Context: an optimization exercise on an open-source flow, tuned for small area, a short achievable clock period and few clock cycles per item. The choices shown serve that exercise and are no tape-out recipe.
No run shown here included a check of the RTL's function; only the layout flow was run.

--- design.v ---
`timescale 1ns / 1ps
`default_nettype none
module led_cube_node_to_coordinate_unit (
  input  wire logic        clk_i,
  input  wire logic        rst_ni,
  input  wire logic        start_i,
  output logic             busy_o,
  input  wire logic [17:0] node_index_i,
  output logic             done_o,
  output logic [5:0]       voxel_x_o,
  output logic [5:0]       voxel_y_o,
  output logic [5:0]       voxel_z_o,
  output logic             index_out_of_range_o,
  input  wire logic        cfg_we_i,
  input  wire logic [2:0]  cfg_idx_i,
  input  wire logic [6:0]  cfg_data_i
);
  logic [5:0] wdim_q, hdim_q, ddim_q;
  logic [2:0] corner_q, style_q;
  logic [1:0] sstyle_q;
  logic       layer_q;
  logic [5:0] dim_wr;
  assign dim_wr = (cfg_data_i == 7'd0) ? 6'd0 : (cfg_data_i > 7'd64) ? 6'd63 : 6'(cfg_data_i - 7'd1);
  always_ff @(posedge clk_i or negedge rst_ni) begin
    if (!rst_ni) begin
      wdim_q   <= 6'd0;
      hdim_q   <= 6'd0;
      ddim_q   <= 6'd0;
      corner_q <= 3'd0;
      style_q  <= 3'd0;
      sstyle_q <= 2'd0;
      layer_q  <= 1'b0;
    end else if (cfg_we_i) begin
      case (cfg_idx_i)
        3'd0: wdim_q   <= dim_wr;
        3'd1: hdim_q   <= dim_wr;
        3'd2: ddim_q   <= dim_wr;
        3'd3: corner_q <= cfg_data_i[2:0];
        3'd4: style_q  <= (cfg_data_i[2:1] == 2'b11) ? 3'd0 : cfg_data_i[2:0];
        3'd5: sstyle_q <= (cfg_data_i[1:0] == 2'd3) ? 2'd0 : cfg_data_i[1:0];
        3'd6: layer_q  <= cfg_data_i[0];
        default: ;
      endcase
    end
  end
  function automatic logic [5:0] orient(input logic [5:0] i);
    logic [5:0] e;
    case (i)
      {3'd0, 3'd0}: e = {3'd3, 1'b0, 1'b0, 1'b0};
      {3'd0, 3'd1}: e = {3'd2, 1'b0, 1'b0, 1'b0};
      {3'd0, 3'd2}: e = {3'd5, 1'b0, 1'b0, 1'b0};
      {3'd0, 3'd3}: e = {3'd0, 1'b0, 1'b0, 1'b0};
      {3'd0, 3'd4}: e = {3'd1, 1'b0, 1'b0, 1'b0};
      {3'd0, 3'd5}: e = {3'd4, 1'b0, 1'b0, 1'b0};
      {3'd1, 3'd0}: e = {3'd3, 1'b1, 1'b0, 1'b0};
      {3'd1, 3'd1}: e = {3'd2, 1'b0, 1'b1, 1'b0};
      {3'd1, 3'd2}: e = {3'd5, 1'b1, 1'b0, 1'b0};
      {3'd1, 3'd3}: e = {3'd0, 1'b0, 1'b0, 1'b1};
      {3'd1, 3'd4}: e = {3'd1, 1'b0, 1'b0, 1'b1};
      {3'd1, 3'd5}: e = {3'd4, 1'b0, 1'b1, 1'b0};
      {3'd2, 3'd0}: e = {3'd3, 1'b0, 1'b0, 1'b1};
      {3'd2, 3'd1}: e = {3'd2, 1'b0, 1'b0, 1'b1};
      {3'd2, 3'd2}: e = {3'd5, 1'b0, 1'b1, 1'b0};
      {3'd2, 3'd3}: e = {3'd0, 1'b0, 1'b1, 1'b0};
      {3'd2, 3'd4}: e = {3'd1, 1'b1, 1'b0, 1'b0};
      {3'd2, 3'd5}: e = {3'd4, 1'b1, 1'b0, 1'b0};
      {3'd3, 3'd0}: e = {3'd3, 1'b1, 1'b0, 1'b1};
      {3'd3, 3'd1}: e = {3'd2, 1'b0, 1'b1, 1'b1};
      {3'd3, 3'd2}: e = {3'd5, 1'b1, 1'b1, 1'b0};
      {3'd3, 3'd3}: e = {3'd0, 1'b0, 1'b1, 1'b1};
      {3'd3, 3'd4}: e = {3'd1, 1'b1, 1'b0, 1'b1};
      {3'd3, 3'd5}: e = {3'd4, 1'b1, 1'b1, 1'b0};
      {3'd4, 3'd0}: e = {3'd3, 1'b0, 1'b1, 1'b0};
      {3'd4, 3'd1}: e = {3'd2, 1'b1, 1'b0, 1'b0};
      {3'd4, 3'd2}: e = {3'd5, 1'b0, 1'b0, 1'b1};
      {3'd4, 3'd3}: e = {3'd0, 1'b1, 1'b0, 1'b0};
      {3'd4, 3'd4}: e = {3'd1, 1'b0, 1'b1, 1'b0};
      {3'd4, 3'd5}: e = {3'd4, 1'b0, 1'b0, 1'b1};
      {3'd5, 3'd0}: e = {3'd3, 1'b1, 1'b1, 1'b0};
      {3'd5, 3'd1}: e = {3'd2, 1'b1, 1'b1, 1'b0};
      {3'd5, 3'd2}: e = {3'd5, 1'b1, 1'b0, 1'b1};
      {3'd5, 3'd3}: e = {3'd0, 1'b1, 1'b0, 1'b1};
      {3'd5, 3'd4}: e = {3'd1, 1'b0, 1'b1, 1'b1};
      {3'd5, 3'd5}: e = {3'd4, 1'b0, 1'b1, 1'b1};
      {3'd6, 3'd0}: e = {3'd3, 1'b0, 1'b1, 1'b1};
      {3'd6, 3'd1}: e = {3'd2, 1'b1, 1'b0, 1'b1};
      {3'd6, 3'd2}: e = {3'd5, 1'b0, 1'b1, 1'b0};
      {3'd6, 3'd3}: e = {3'd0, 1'b1, 1'b1, 1'b0};
      {3'd6, 3'd4}: e = {3'd1, 1'b1, 1'b0, 1'b0};
      {3'd6, 3'd5}: e = {3'd4, 1'b1, 1'b1, 1'b0};
      {3'd7, 3'd0}: e = {3'd3, 1'b1, 1'b1, 1'b1};
      {3'd7, 3'd1}: e = {3'd2, 1'b1, 1'b1, 1'b1};
      {3'd7, 3'd2}: e = {3'd5, 1'b1, 1'b1, 1'b0};
      {3'd7, 3'd3}: e = {3'd0, 1'b1, 1'b1, 1'b1};
      {3'd7, 3'd4}: e = {3'd1, 1'b1, 1'b0, 1'b1};
      {3'd7, 3'd5}: e = {3'd4, 1'b1, 1'b0, 1'b0};
      default: e = 6'd0;
    endcase
    orient = e;
  endfunction
  logic [5:0] oe, oe_q;
  logic [5:0] w_m1_d, h_m1_d, d_m1_d;
  logic [8:0] sel_c;
  logic [5:0] w_m1_q, h_m1_q, d_m1_q;
  logic [2:0] refl_c;
  logic       zig_c, alt_c, rev_layer_c, revx_c;
  always_comb begin
    oe = oe_q;
    case (oe[5:3])
      3'd0: begin w_m1_d = wdim_q; h_m1_d = hdim_q; d_m1_d = ddim_q; sel_c = 9'b100010001; end
      3'd1: begin w_m1_d = wdim_q; h_m1_d = ddim_q; d_m1_d = hdim_q; sel_c = 9'b010100001; end
      3'd2: begin w_m1_d = hdim_q; h_m1_d = wdim_q; d_m1_d = ddim_q; sel_c = 9'b100001010; end
      3'd3: begin w_m1_d = hdim_q; h_m1_d = ddim_q; d_m1_d = wdim_q; sel_c = 9'b010001100; end
      3'd4: begin w_m1_d = ddim_q; h_m1_d = wdim_q; d_m1_d = hdim_q; sel_c = 9'b001100010; end
      3'd5: begin w_m1_d = ddim_q; h_m1_d = hdim_q; d_m1_d = wdim_q; sel_c = 9'b001010100; end
      default: begin w_m1_d = wdim_q; h_m1_d = hdim_q; d_m1_d = ddim_q; sel_c = 9'b100010001; end
    endcase
    refl_c      = oe[2:0];
    zig_c       = (sstyle_q == 2'd0);
    alt_c       = (sstyle_q == 2'd2);
    rev_layer_c = !layer_q;
    revx_c      = !layer_q && !h_m1_q[0];
  end
  always_ff @(posedge clk_i) begin
    oe_q   <= orient({corner_q, style_q});
    w_m1_q <= w_m1_d;
    h_m1_q <= h_m1_d;
    d_m1_q <= d_m1_d;
  end
  function automatic logic [6:0] dstep(input logic [6:0] t, input logic [5:0] m);
    logic [7:0] b;
    logic       ge;
    logic [5:0] r;
    b[0] = 1'b1;
    for (int i = 0; i < 7; i++) b[i+1] = (i < 6 && m[i]) ? (~t[i] | b[i]) : (~t[i] & b[i]);
    ge = ~b[7];
    for (int i = 0; i < 6; i++) r[i] = t[i] ^ (ge & (m[i] ^ b[i]));
    dstep = {ge, r};
  endfunction
  assign busy_o = 1'b0;
  logic        v_in;
  logic [17:0] idx_in;
  assign v_in   = start_i;
  assign idx_in = node_index_i;
  logic s0_ovf_1;
  logic [5:0] s0_r1_2;
  logic [6:0] s1_t1_3;
  logic s1_g1_4;
  logic [5:0] s1_r1_5;
  logic [6:0] s2_t1_6;
  logic s2_g1_7;
  logic [5:0] s2_r1_8;
  logic [6:0] s3_t1_9;
  logic s3_g1_10;
  logic [5:0] s3_r1_11;
  logic [6:0] s4_t1_12;
  logic s4_g1_13;
  logic [5:0] s4_r1_14;
  logic [6:0] s5_t1_15;
  logic s5_g1_16;
  logic [5:0] s5_r1_17;
  logic [6:0] s6_t1_18;
  logic s6_g1_19;
  logic [5:0] s6_r1_20;
  logic [5:0] s7_qh_21;
  logic s7_ovf_22;
  logic [6:0] s7_t1_23;
  logic s7_g1_24;
  logic [5:0] s7_r1_25;
  logic [6:0] s8_t2_26;
  logic s8_g2_27;
  logic [5:0] s8_r2_28;
  logic [6:0] s8_t1_29;
  logic s8_g1_30;
  logic [5:0] s8_r1_31;
  logic [6:0] s9_t2_32;
  logic s9_g2_33;
  logic [5:0] s9_r2_34;
  logic [6:0] s9_t1_35;
  logic s9_g1_36;
  logic [5:0] s9_r1_37;
  logic [6:0] s10_t2_38;
  logic s10_g2_39;
  logic [5:0] s10_r2_40;
  logic [6:0] s10_t1_41;
  logic s10_g1_42;
  logic [5:0] s10_r1_43;
  logic [6:0] s11_t2_44;
  logic s11_g2_45;
  logic [5:0] s11_r2_46;
  logic [6:0] s11_t1_47;
  logic s11_g1_48;
  logic [5:0] s11_r1_49;
  logic [6:0] s12_t2_50;
  logic s12_g2_51;
  logic [5:0] s12_r2_52;
  logic [6:0] s12_t1_53;
  logic s12_g1_54;
  logic [5:0] s12_r1_55;
  logic [6:0] s13_t2_56;
  logic s13_g2_57;
  logic [5:0] s13_r2_58;
  logic [5:0] s14_z_59;
  logic s14_oor_60;
  logic s14_revl_61;
  logic [5:0] s14_rc_62;
  logic s14_lo_63;
  logic [5:0] s14_u_64;
  logic [5:0] s14_xa_65;
  logic s14_fx_66;
  logic [5:0] s14_vx_67;
  logic [5:0] s14_vy_68;
  logic [5:0] s14_vz_69;
  logic [5:0] s15_ox_70;
  logic [5:0] s15_oy_71;
  logic [5:0] s15_oz_72;
  assign s0_ovf_1 = ({1'b0, idx_in[17:12]} > {1'b0, w_m1_q});
  assign s0_r1_2 = idx_in[17:12];
  assign s1_t1_3 = {s0_r1_2, idx_in[11]};
  assign {s1_g1_4, s1_r1_5} = dstep(s1_t1_3, w_m1_q);
  assign s2_t1_6 = {p1_r1_q, p1_i10_q};
  assign {s2_g1_7, s2_r1_8} = dstep(s2_t1_6, w_m1_q);
  assign s3_t1_9 = {s2_r1_8, p1_i9_q};
  assign {s3_g1_10, s3_r1_11} = dstep(s3_t1_9, w_m1_q);
  assign s4_t1_12 = {p3_r1_q, p3_i8_q};
  assign {s4_g1_13, s4_r1_14} = dstep(s4_t1_12, w_m1_q);
  assign s5_t1_15 = {s4_r1_14, p3_i7_q};
  assign {s5_g1_16, s5_r1_17} = dstep(s5_t1_15, w_m1_q);
  assign s6_t1_18 = {p5_r1_q, p5_i6_q};
  assign {s6_g1_19, s6_r1_20} = dstep(s6_t1_18, w_m1_q);
  assign s7_qh_21 = {p5_q1_11_q, p5_q1_10_q, p5_q1_9_q, p5_q1_8_q, p5_q1_7_q, s6_g1_19};
  assign s7_ovf_22 = p5_oor_q | (s7_qh_21 > h_m1_q);
  assign s7_t1_23 = {s6_r1_20, p5_i5_q};
  assign {s7_g1_24, s7_r1_25} = dstep(s7_t1_23, w_m1_q);
  assign s8_t2_26 = {p7_r2_q, p7_q1_5_q};
  assign {s8_g2_27, s8_r2_28} = dstep(s8_t2_26, h_m1_q);
  assign s8_t1_29 = {p7_r1_q, p7_i4_q};
  assign {s8_g1_30, s8_r1_31} = dstep(s8_t1_29, w_m1_q);
  assign s9_t2_32 = {s8_r2_28, s8_g1_30};
  assign {s9_g2_33, s9_r2_34} = dstep(s9_t2_32, h_m1_q);
  assign s9_t1_35 = {s8_r1_31, p7_i3_q};
  assign {s9_g1_36, s9_r1_37} = dstep(s9_t1_35, w_m1_q);
  assign s10_t2_38 = {p9_r2_q, p9_q1_3_q};
  assign {s10_g2_39, s10_r2_40} = dstep(s10_t2_38, h_m1_q);
  assign s10_t1_41 = {p9_r1_q, p9_i2_q};
  assign {s10_g1_42, s10_r1_43} = dstep(s10_t1_41, w_m1_q);
  assign s11_t2_44 = {s10_r2_40, s10_g1_42};
  assign {s11_g2_45, s11_r2_46} = dstep(s11_t2_44, h_m1_q);
  assign s11_t1_47 = {s10_r1_43, p9_i1_q};
  assign {s11_g1_48, s11_r1_49} = dstep(s11_t1_47, w_m1_q);
  assign s12_t2_50 = {p11_r2_q, p11_q1_1_q};
  assign {s12_g2_51, s12_r2_52} = dstep(s12_t2_50, h_m1_q);
  assign s12_t1_53 = {p11_r1_q, p11_i0_q};
  assign {s12_g1_54, s12_r1_55} = dstep(s12_t1_53, w_m1_q);
  assign s13_t2_56 = {s12_r2_52, s12_g1_54};
  assign {s13_g2_57, s13_r2_58} = dstep(s13_t2_56, h_m1_q);
  assign s14_z_59 = {p13_z5_q, p13_z4_q, p13_z3_q, p13_z2_q, p13_z1_q, p13_z0_q};
  assign s14_oor_60 = p13_oor_q | (s14_z_59 > d_m1_q);
  assign s14_revl_61 = rev_layer_c & s14_z_59[0];
  assign s14_rc_62 = w_m1_q - p13_r1_q;
  assign s14_lo_63 = (p13_r1_q <= {1'b0, w_m1_q[5:1]});
  assign s14_u_64 = w_m1_q - {p13_r1_q[4:0], 1'b0};
  assign s14_xa_65 = refl_c[0] ? (s14_lo_63 ? s14_u_64 : ~s14_u_64) : (s14_lo_63 ? {p13_r1_q[4:0], 1'b0} : {s14_rc_62[4:0], 1'b1});
  assign s14_fx_66 = zig_c & (p13_r2_q[0] ^ (revx_c & s14_z_59[0]));
  assign s14_vx_67 = alt_c ? s14_xa_65 : ((refl_c[0] ^ s14_fx_66) ? s14_rc_62 : p13_r1_q);
  assign s14_vy_68 = (refl_c[1] ^ s14_revl_61) ? 6'(h_m1_q - p13_r2_q) : p13_r2_q;
  assign s14_vz_69 = refl_c[2] ? 6'(d_m1_q - s14_z_59) : s14_z_59;
  assign s15_ox_70 = {6{~s14_oor_60}} & (({6{sel_c[0]}} & s14_vx_67) | ({6{sel_c[1]}} & s14_vy_68) | ({6{sel_c[2]}} & s14_vz_69));
  assign s15_oy_71 = {6{~s14_oor_60}} & (({6{sel_c[3]}} & s14_vx_67) | ({6{sel_c[4]}} & s14_vy_68) | ({6{sel_c[5]}} & s14_vz_69));
  assign s15_oz_72 = {6{~s14_oor_60}} & (({6{sel_c[6]}} & s14_vx_67) | ({6{sel_c[7]}} & s14_vy_68) | ({6{sel_c[8]}} & s14_vz_69));
  logic p1_oor_q;
  logic [5:0] p1_r1_q;
  logic p1_i0_q;
  logic p1_i1_q;
  logic p1_i2_q;
  logic p1_i3_q;
  logic p1_i4_q;
  logic p1_i5_q;
  logic p1_i6_q;
  logic p1_i7_q;
  logic p1_i8_q;
  logic p1_i9_q;
  logic p1_i10_q;
  logic p1_q1_11_q;
  logic p3_oor_q;
  logic [5:0] p3_r1_q;
  logic p3_i0_q;
  logic p3_i1_q;
  logic p3_i2_q;
  logic p3_i3_q;
  logic p3_i4_q;
  logic p3_i5_q;
  logic p3_i6_q;
  logic p3_i7_q;
  logic p3_i8_q;
  logic p3_q1_11_q;
  logic p3_q1_10_q;
  logic p3_q1_9_q;
  logic p5_oor_q;
  logic [5:0] p5_r1_q;
  logic p5_i0_q;
  logic p5_i1_q;
  logic p5_i2_q;
  logic p5_i3_q;
  logic p5_i4_q;
  logic p5_i5_q;
  logic p5_i6_q;
  logic p5_q1_11_q;
  logic p5_q1_10_q;
  logic p5_q1_9_q;
  logic p5_q1_8_q;
  logic p5_q1_7_q;
  logic p7_oor_q;
  logic [5:0] p7_r1_q;
  logic p7_i0_q;
  logic p7_i1_q;
  logic p7_i2_q;
  logic p7_i3_q;
  logic p7_i4_q;
  logic [5:0] p7_r2_q;
  logic p7_q1_5_q;
  logic p9_oor_q;
  logic [5:0] p9_r1_q;
  logic p9_i0_q;
  logic p9_i1_q;
  logic p9_i2_q;
  logic [5:0] p9_r2_q;
  logic p9_z5_q;
  logic p9_z4_q;
  logic p9_q1_3_q;
  logic p11_oor_q;
  logic [5:0] p11_r1_q;
  logic p11_i0_q;
  logic [5:0] p11_r2_q;
  logic p11_z5_q;
  logic p11_z4_q;
  logic p11_z3_q;
  logic p11_z2_q;
  logic p11_q1_1_q;
  logic p13_oor_q;
  logic [5:0] p13_r1_q;
  logic [5:0] p13_r2_q;
  logic p13_z5_q;
  logic p13_z4_q;
  logic p13_z3_q;
  logic p13_z2_q;
  logic p13_z1_q;
  logic p13_z0_q;
  logic p14_oor_q;
  logic [5:0] p14_ox_q;
  logic [5:0] p14_oy_q;
  logic [5:0] p14_oz_q;
  logic p1_v_q;
  logic p3_v_q;
  logic p5_v_q;
  logic p7_v_q;
  logic p9_v_q;
  logic p11_v_q;
  logic p13_v_q;
  logic p14_v_q;
  always_ff @(posedge clk_i or negedge rst_ni) begin
    if (!rst_ni) begin
      p1_v_q <= 1'b0;
      p3_v_q <= 1'b0;
      p5_v_q <= 1'b0;
      p7_v_q <= 1'b0;
      p9_v_q <= 1'b0;
      p11_v_q <= 1'b0;
      p13_v_q <= 1'b0;
      p14_v_q <= 1'b0;
    end else begin
      p1_v_q <= v_in;
      p3_v_q <= p1_v_q;
      p5_v_q <= p3_v_q;
      p7_v_q <= p5_v_q;
      p9_v_q <= p7_v_q;
      p11_v_q <= p9_v_q;
      p13_v_q <= p11_v_q;
      p14_v_q <= p13_v_q;
    end
  end
  always_ff @(posedge clk_i) begin
    p1_oor_q <= s0_ovf_1;
    p1_r1_q <= s1_r1_5;
    p1_i0_q <= idx_in[0];
    p1_i1_q <= idx_in[1];
    p1_i2_q <= idx_in[2];
    p1_i3_q <= idx_in[3];
    p1_i4_q <= idx_in[4];
    p1_i5_q <= idx_in[5];
    p1_i6_q <= idx_in[6];
    p1_i7_q <= idx_in[7];
    p1_i8_q <= idx_in[8];
    p1_i9_q <= idx_in[9];
    p1_i10_q <= idx_in[10];
    p1_q1_11_q <= s1_g1_4;
    p3_oor_q <= p1_oor_q;
    p3_r1_q <= s3_r1_11;
    p3_i0_q <= p1_i0_q;
    p3_i1_q <= p1_i1_q;
    p3_i2_q <= p1_i2_q;
    p3_i3_q <= p1_i3_q;
    p3_i4_q <= p1_i4_q;
    p3_i5_q <= p1_i5_q;
    p3_i6_q <= p1_i6_q;
    p3_i7_q <= p1_i7_q;
    p3_i8_q <= p1_i8_q;
    p3_q1_11_q <= p1_q1_11_q;
    p3_q1_10_q <= s2_g1_7;
    p3_q1_9_q <= s3_g1_10;
    p5_oor_q <= p3_oor_q;
    p5_r1_q <= s5_r1_17;
    p5_i0_q <= p3_i0_q;
    p5_i1_q <= p3_i1_q;
    p5_i2_q <= p3_i2_q;
    p5_i3_q <= p3_i3_q;
    p5_i4_q <= p3_i4_q;
    p5_i5_q <= p3_i5_q;
    p5_i6_q <= p3_i6_q;
    p5_q1_11_q <= p3_q1_11_q;
    p5_q1_10_q <= p3_q1_10_q;
    p5_q1_9_q <= p3_q1_9_q;
    p5_q1_8_q <= s4_g1_13;
    p5_q1_7_q <= s5_g1_16;
    p7_oor_q <= s7_ovf_22;
    p7_r1_q <= s7_r1_25;
    p7_i0_q <= p5_i0_q;
    p7_i1_q <= p5_i1_q;
    p7_i2_q <= p5_i2_q;
    p7_i3_q <= p5_i3_q;
    p7_i4_q <= p5_i4_q;
    p7_r2_q <= s7_qh_21;
    p7_q1_5_q <= s7_g1_24;
    p9_oor_q <= p7_oor_q;
    p9_r1_q <= s9_r1_37;
    p9_i0_q <= p7_i0_q;
    p9_i1_q <= p7_i1_q;
    p9_i2_q <= p7_i2_q;
    p9_r2_q <= s9_r2_34;
    p9_z5_q <= s8_g2_27;
    p9_z4_q <= s9_g2_33;
    p9_q1_3_q <= s9_g1_36;
    p11_oor_q <= p9_oor_q;
    p11_r1_q <= s11_r1_49;
    p11_i0_q <= p9_i0_q;
    p11_r2_q <= s11_r2_46;
    p11_z5_q <= p9_z5_q;
    p11_z4_q <= p9_z4_q;
    p11_z3_q <= s10_g2_39;
    p11_z2_q <= s11_g2_45;
    p11_q1_1_q <= s11_g1_48;
    p13_oor_q <= p11_oor_q;
    p13_r1_q <= s12_r1_55;
    p13_r2_q <= s13_r2_58;
    p13_z5_q <= p11_z5_q;
    p13_z4_q <= p11_z4_q;
    p13_z3_q <= p11_z3_q;
    p13_z2_q <= p11_z2_q;
    p13_z1_q <= s12_g2_51;
    p13_z0_q <= s13_g2_57;
    p14_oor_q <= s14_oor_60;
    p14_ox_q <= s15_ox_70;
    p14_oy_q <= s15_oy_71;
    p14_oz_q <= s15_oz_72;
  end
  assign done_o               = p14_v_q;
  assign voxel_x_o            = p14_ox_q;
  assign voxel_y_o            = p14_oy_q;
  assign voxel_z_o            = p14_oz_q;
  assign index_out_of_range_o = p14_oor_q;
endmodule
`default_nettype wire
--- run.sh ---
#!/bin/bash
# synth_recipe.tcl (not shown) runs the flow's synth.tcl, then flattens the netlist and writes it again
# the make line also repeats each setting of config.mk as NAME=value (left out here)
make -C /OpenROAD-flow-scripts/flow DESIGN_CONFIG=/design/flow/config.mk WORK_HOME=/design/flow/orfs CLKGATE_MAP_FILE= SYNTH_SCRIPT=/design/flow/synth_recipe.tcl finish
--- config.mk ---
export PLATFORM = sky130hd
export DESIGN_NAME = led_cube_node_to_coordinate_unit
export DESIGN_NICKNAME = led_cube_node_to_coordinate_unit
export VERILOG_FILES = /design/flow/design.v
export SDC_FILE = /design/flow/constraint.sdc
export NUM_CORES = 4
export LEC_CHECK = 0
export ABC_AREA = 1
export CAP_MARGIN = 20
export CORE_MARGIN = 2
export CORE_UTILIZATION = 40
export SETUP_SLACK_MARGIN = 2.5
export SLEW_MARGIN = 20
--- constraint.sdc ---
create_clock -name core_clock -period 5.5 [get_ports {clk_i}]
set_input_delay 1.1000 -clock core_clock [delete_from_list [all_inputs] [get_ports {clk_i}]]
set_output_delay 1.1000 -clock core_clock [all_outputs]
set_load 0.01 [all_outputs]
==> results.py, run 1 <==
metrics = {
    "flow_run": {
        "cap_violations": 0,
    },
    "floorplan": {
        "boundaryPins": 53,
        "fp.dieW_um": 175.2,
        "start_util_pct": 40.74,
        "die_y_um": 175.2,
        "row_count": 62,
        "dieArea_um2": 30700,
        "core_um2": 28780,
    },
    "global_routing": {
        "grt.total_usage_pct": 20.05,
        "first_global_vias": 10390,
        "use_met1_pct": 26.60,
        "grt_max_degree": 36,
        "use_met2_pct": 32.74,
        "grt-busiest-layer": "met2",
        "overflow": 0,
        "met3_usage_pct": 3.568,
        "antenna_found_initial": 0,
        "grt_pass1_wl_um": 50990,
    },
    "placement": {
        "hpwl_um": 21050,
        "gp_congestion": 0.8481,
        "io_buffers": 51,
    },
    "drt": {
        "drt-total-wl_um": 33260,
        "drt-initial-drc-count": 814,
        "drtAntennaViolNets": 0,
        "wl_per_cell_um": 14.95,
        "drc_errors": 0,
        "dr.pass1.iters": 5,
        "viasPerCell": 5.109,
        "num_vias": 11360,
    },
    "sta": {
        "tns_ns": 0,
        "grt_setup_unrepaired": "yes",
        "worst_slew_pin_slew_ns": 0.7332,
        "maxSlewViolCount": 0,
        "fmax_ghz": 0.3183,
        "fin_worst_skew_ns": 0.01652,
        "setup_violations": 0,
        "fin_crit_ns": 3.142,
        "min_period_over_period_pct": 57.12,
        "hold_viol": 0,
        "maxSlewHeadroom_pct": 50.60,
    },
    "critical_path": {
        "crit_fanout": 6,
        "cp-start-kind": "flip-flop",
        "path_class": "flip-flop to flip-flop",
        "cp-end-kind": "flip-flop",
        "cp_common_cell": "nand2_1",
        "cp_slowest_cell": "dfxtp_1",
        "cp_slowest_stage_delay_ns": 0.48,
        "critPathBufInv": 2,
        "path_delay_family": "simple AND/OR/NAND/NOR gates",
        "cp.arrival_ns": 3.62,
        "path_cells": "nand2_4, o21ai_0, nand3_1, nand3_2, nand2_2, nand2_1, nand2_2, nand2_1, nand2_1, nand3_4, buf_4, nand3_2, xor2_2, inv_1, nand2_1, nand3_2, nand2_2, nand3_4, nand2_4, nand3_4, nand2_2, nand2_1, nand2_1",
        "critical_path_required_ns": 5.98,
    },
    "clocking": {
        "numCtsBuffers": 25,
        "cts_tree": "yes",
        "cts-root-buf": "clkbuf_16",
        "hold_buffers": 0,
        "clkTransAtPathRegs_ns": 0.06,
        "clk_latency_ns": 0.53,
        "cts.sinks": 211,
        "htree_levels": 1,
        "clockBufferDepth": 3,
    },
    "synth": {
        "yosysWarnings": 19,
        "synthArstFlopShare_pct": 16.59,
        "synth.distinct_cells": 46,
        "synth-edff-count": 0,
        "synth_area_per_cell_um2": 7.041,
        "syn-num-nets": 1748,
        "ys_seq_area_share_pct": 37.52,
        "syn_inst": 1665,
        "yosys_register_bits": 211,
        "synth-main-ff-cell": "dfxtp_1",
        "netlist_area_um2": 11720,
    },
    "layout": {
        "nets": 1904,
        "diodes": 0,
        "drive_above_1_share_pct": 29.13,
        "area_growth_pct": 36.51,
    },
    "status": {
        "status": "timing/DRC/antenna clean",
    },
    "min_path": {
        "min_path_type": "flip-flop to flip-flop",
    },
}
-- worst paths after layout --
kind                                 start          end  slack (ns)  depth (start not counted)
worst max-delay path            p11_q1_1_q  p13_r2_q[0]        2.36                         23
worst min-delay path               p5_i4_q      p7_i4_q        0.32                          0
worst max register to register  p11_q1_1_q  p13_r2_q[0]        2.36                         23
worst min register to register     p5_i4_q      p7_i4_q        0.32                          0
max in group asynchronous           rst_ni    wdim_q[1]        4.19                          2
min in group asynchronous           rst_ni    wdim_q[4]        0.98                          2
-- cells in the final DEF, fill, tap and decap left out, types with 10 or more instances in the layout --
master	instances
xor2_1	38
nand3_4	44
clkbuf_16	26
o22ai_1	11
a21oi_1	30
buf_4	91
nand2_1	405
ha_1	47
a31oi_1	23
clkdlybuf4s50_1	50
o21ai_1	10
xor2_2	12
inv_1	208
nand2_2	150
o221ai_1	12
nand3_1	94
o21ai_0	71
nor2_1	44
xnor2_1	13
nand3_2	115
nand2_4	25
dfrtp_1	35
dfxtp_1	167
-- metrics by stage --
step	area [um^2]	setup slack (ns)	std cells	hold WS, ns	util, %
after floorplan	11720	2.663	1665	0.3096	-
after global placement	12530	1.527	2073	0.3114	43.55
after detailed placement	12530	1.436	2073	0.3121	43.55
after CTS	14330	2.432	2166	0.3254	49.80
after global routing	16000	2.081	2224	0.3257	55.61
final	16000	2.358	2224	0.3224	55.61
-- cell usage after synthesis, types with 3 or more instances --
| cell type | count | share of area, % |
|---|---|---|
| buf_4 | 6 | 0.38 |
| o211ai_1 | 6 | 0.38 |
| inv_2 | 3 | 0.096 |
| o221ai_1 | 12 | 0.90 |
| nand2_2 | 14 | 0.75 |
| and2_1 | 3 | 0.16 |
| nand3_4 | 4 | 0.60 |
| a21oi_1 | 31 | 1.3 |
| a31oi_1 | 25 | 1.3 |
| clkbuf_1 | 10 | 0.32 |
| nand2_1 | 565 | 18 |
| dfxtp_1 | 176 | 30 |
| or2_2 | 6 | 0.32 |
| o21ai_0 | 86 | 3.7 |
| nand3_1 | 221 | 9.4 |
| xnor2_1 | 13 | 0.97 |
| xor2_1 | 52 | 3.9 |
| o22ai_1 | 11 | 0.59 |
| a211oi_1 | 3 | 0.19 |
| fa_1 | 4 | 0.68 |
| buf_2 | 9 | 0.38 |
| nor3_1 | 5 | 0.21 |
| inv_1 | 216 | 6.9 |
| buf_6 | 11 | 1.1 |
| dfrtp_1 | 35 | 7.5 |
| nor2_1 | 45 | 1.4 |
| ha_1 | 47 | 5.0 |
| o21bai_1 | 3 | 0.19 |
| nand3_2 | 20 | 1.7 |
| o31ai_1 | 3 | 0.19 |
-- repair_timing --
item | 4_1_cts | 5_1_grt
endpoints found under the setup margin | 74 | 80
gates resized for setup | 138 | 320
buffers inserted | 38 | 55
cloned | 9 | 3
pin swaps | 36 | 132
-- routing by layer --
metal / up-vias / part of all wire [%] / wire [um]
li1: 5697 / - / -
met2: 307 / 47 / 15650
met5: - / 0 / 0
met4: 0 / 3.5 / 1164
met1: 5270 / 45 / 14840
met3: 89 / 4.8 / 1596
-- area by class of cell --
cell class                 instances  area (um^2)
fill                            2560        12780
tap                              384        480.5
clock buffer                      33        706.9
clock inverter                    13        131.4
timing repair buffer             154         1374
timing repair inverter             3        26.28
sequential                       211         4425
inverter                         221        890.9
multi-input combinational       1205         7969
-- kinds of logic (layout without fill, tap and decap cells) --
family / count (synthesis) / after routing / synth area share, %
AO/OA/AOI/OAI: 187 / 187 / 9.285
XOR/XNOR: 65 / 65 / 4.856
adder cells (fa/ha/maj): 51 / 51 / 5.699
buffers and inverters: 258 / 424 / 9.274
flip-flops: 211 / 211 / 37.52
multiplexers: 3 / 3 / 0.2668
other: 1 / 1 / 0.03199
AND/OR/NAND/NOR: 889 / 898 / 33.06
==> run 2, diff against run 1 <==
--- a/config.mk
+++ b/config.mk
@@ -10,4 +10,3 @@
 export CORE_MARGIN = 2
 export CORE_UTILIZATION = 40
-export SETUP_SLACK_MARGIN = 2.5
 export SLEW_MARGIN = 20
==> run 2 against run 1 <==
Compared with the run above: die area did not move; still clean on timing, DRC and antenna; via count decreased by 8.6%; hold slack about the same; critical endpoint is now p9_r1_q[1]; flip-flop and latch count did not move; clock-buffer cell count is the same; highest routed layer unchanged; clock skew is 0.0012 ns higher.
==> results.py, run 2 <==
metrics = {
    "placement": {
        "gp_congestion": 0.8481,
        "hpwl_um": 21050,
        "io_buffers": 51,
        "post_dp_cell_area_um2": 12530,
    },
    "layout": {
        "nets": 1799,
        "seq_area_um2": 4399,
        "diodes": 0,
        "finalInstanceArea_um2": 13370,
        "final_cell_mix": "nand2_1 (565), nand3_1 (221), inv_1 (216)",
        "mostFrequentLayoutCell": "nand2_1",
        "multi_input_area_um2": 6237,
        "n_fill_cell": 2889,
        "drive_above_1_share_pct": 5.821,
        "area_growth_pct": 14.07,
    },
    "synth": {
        "netlist_top_cells_count": "nand2_1 (565), nand3_1 (221), inv_1 (216)",
        "synth_area_per_cell_um2": 7.041,
        "synth-edff-count": 0,
        "netlist_area_um2": 11720,
        "synth.distinct_cells": 46,
        "yosysWarnings": 19,
        "ys_seq_area_share_pct": 37.52,
        "yosys.area.top_type": "dfxtp_1",
        "synthArstFlopShare_pct": 16.59,
        "syn_inst": 1665,
        "yosys_register_bits": 211,
        "synth-main-ff-cell": "dfxtp_1",
        "synth.most_common_cell": "nand2_1",
        "syn-num-nets": 1748,
        "synthTopCellsByArea": "dfxtp_1 (30%), nand2_1 (18%), nand3_1 (9.4%)",
        "netlist.area_leader.share_pct": 30.05,
    },
    "min_path": {
        "min_path_type": "flip-flop to flip-flop",
    },
    "clocking": {
        "cts.sinks": 211,
        "clk_latency_ns": 0.53,
        "post_cts_buffers": 0,
        "htree_levels": 1,
        "clockBufferDepth": 3,
        "cts-root-buf": "clkbuf_16",
        "clkTransAtPathRegs_ns": 0.06,
        "cts_tree": "yes",
        "hold_buffers": 0,
        "cts_resized": 0,
        "numCtsBuffers": 25,
    },
    "sta": {
        "maxSlewHeadroom_pct": 45.44,
        "worst_slew_pin_slew_ns": 0.8099,
        "min_period_over_period_pct": 74.95,
        "hold_viol": 0,
        "grt_setup_unrepaired": "no",
        "setup_violations": 0,
        "fmax_ghz": 0.2426,
        "fin_worst_skew_ns": 0.01772,
        "tns_ns": 0,
        "fin_crit_ns": 4.123,
        "maxSlewViolCount": 0,
    },
    "drt": {
        "drc_errors": 0,
        "num_vias": 10380,
        "drt-initial-drc-count": 638,
        "dr.pass1.iters": 6,
        "drt-total-wl_um": 27410,
        "wl_per_cell_um": 12.93,
        "drtAntennaViolNets": 0,
        "viasPerCell": 4.899,
    },
    "critical_path": {
        "path_class": "flip-flop to flip-flop",
        "cp.arrival_ns": 4.53,
        "cp-start-kind": "flip-flop",
        "critical_path_required_ns": 5.90,
        "cp-end-kind": "flip-flop",
        "crit_fanout": 42,
    },
    "status": {
        "status": "timing/DRC/antenna clean",
    },
    "global_routing": {
        "grt_pass1_wl_um": 47020,
        "grt_max_degree": 43,
        "overflow": 0,
        "grt.total_usage_pct": 18.30,
        "first_global_vias": 9643,
        "antenna_found_initial": 0,
    },
    "flow_run": {
        "cap_violations": 0,
    },
    "floorplan": {
        "row_count": 62,
        "fp.dieW_um": 175.2,
        "core_um2": 28780,
        "boundaryPins": 53,
        "die_y_um": 175.2,
        "dieArea_um2": 30700,
        "start_util_pct": 40.74,
    },
}
-- run 2: cells by family after synthesis --
group                      share of synthesized area, %
xor gates and xnor gates                          4.856
DFF                                               37.52
buffers and inverters                             9.274
muxes                                            0.2668
adders and majority gates                         5.699
and+or+nand+nor                                   33.06
other                                           0.03199
AOI/OAI and AO/OA                                 9.285
-- run 2: area by class of cell --
| type | instances | area share, % |
|---|---|---|
| sequential | 211 | 32.90 |
| multi-input combinational | 1196 | 46.64 |
| timing repair buffer | 61 | 4.379 |
| clock inverter | 13 | 0.9824 |
| inverter | 221 | 6.222 |
| tap | 384 | 3.593 |
| clock buffer | 33 | 5.286 |
-- run 2: stage by stage --
stage / setup slack, ns / hold WS (ns) / instances / util [%]
final: 1.378 / 0.3228 / 2119 / 46.47
after global routing: 0.7573 / 0.3288 / 2119 / 46.47
after global placement: 1.527 / 0.3114 / 2073 / 43.55
after CTS: 1.424 / 0.3254 / 2119 / 46.47
after floorplan: 2.663 / 0.3096 / 1665 / -
after detailed placement: 1.436 / 0.3121 / 2073 / 43.55
-- run 2: worst paths after layout --
path / startpoint / end / slack [ns] / cells after the start
worst max-delay path: w_m1_q[0] / p9_r1_q[1] / 1.38 / 26
worst min-delay path: p7_i1_q / p9_i1_q / 0.32 / 0
worst max register to register: w_m1_q[0] / p9_r1_q[1] / 1.38 / 26
worst min register to register: p7_i1_q / p9_i1_q / 0.32 / 0
max in group asynchronous: rst_ni / wdim_q[1] / 4.19 / 2
min in group asynchronous: rst_ni / corner_q[0] / 0.98 / 2
-- run 2: critical path, stage by stage, from the launching register on --
cell and delay, ns:
dfxtp_1 0.53, inv_2 0.37, nand2_1 0.20, nand2_1 0.08, nand2_1 0.08, nand3_1 0.08, nand2_1 0.09, nand3_1 0.13
nand2_1 0.11, nand3_1 0.09, nand2_1 0.09, nand3_1 0.09, nand2_1 0.09, nand3_2 0.23, nand3_1 0.17, xor2_1 0.21
inv_1 0.08, nand2_1 0.09, nand3_1 0.10, nand2_1 0.10, nand3_1 0.09, nand2_1 0.10, nand3_1 0.09, nand2_1 0.07
nand3_1 0.35, nand3_1 0.18, nand2_1 0.09
-- run 2: metal layers --
metal	vias up	GRT usage, %	part of all wire, %
met5	-	0	0
met4	0	5.243	2.7
met3	55	3.155	5.1
met2	215	29.41	43
met1	4639	25.21	49
li1	5473	-	-

-- port drivers added, routing unchanged --
The results above use ideal ports. As a check the final layouts listed here were re-extracted and re-timed, cells and wires unchanged.
Step 1 sets driving cells, clkbuf_16 on the clock port and buf_2 on the other inputs (assumed; they add their load-dependent delay and slew).
Step 2, shift: input delay + t, output delay - t, t = (earliest + latest rising clock arrival at the registers) / 2. This alone moves slack from input paths to output paths.
a / b / c = ideal ports / drivers / drivers and shift; a / b = the first two.
run	t (ns)	setup WS [ns]	slew at the worst register clock pin (ns)	worst slew at a driven data input, ns	pins driven straight from the clock port
run 1	0.578	2.358 / 2.358 / 2.358	0.06 / 0.06	0.05	1
run 2	0.573	1.377 / 1.377 / 1.377	0.06 / 0.06	0.05	1
After both steps every run listed still meets setup and hold.
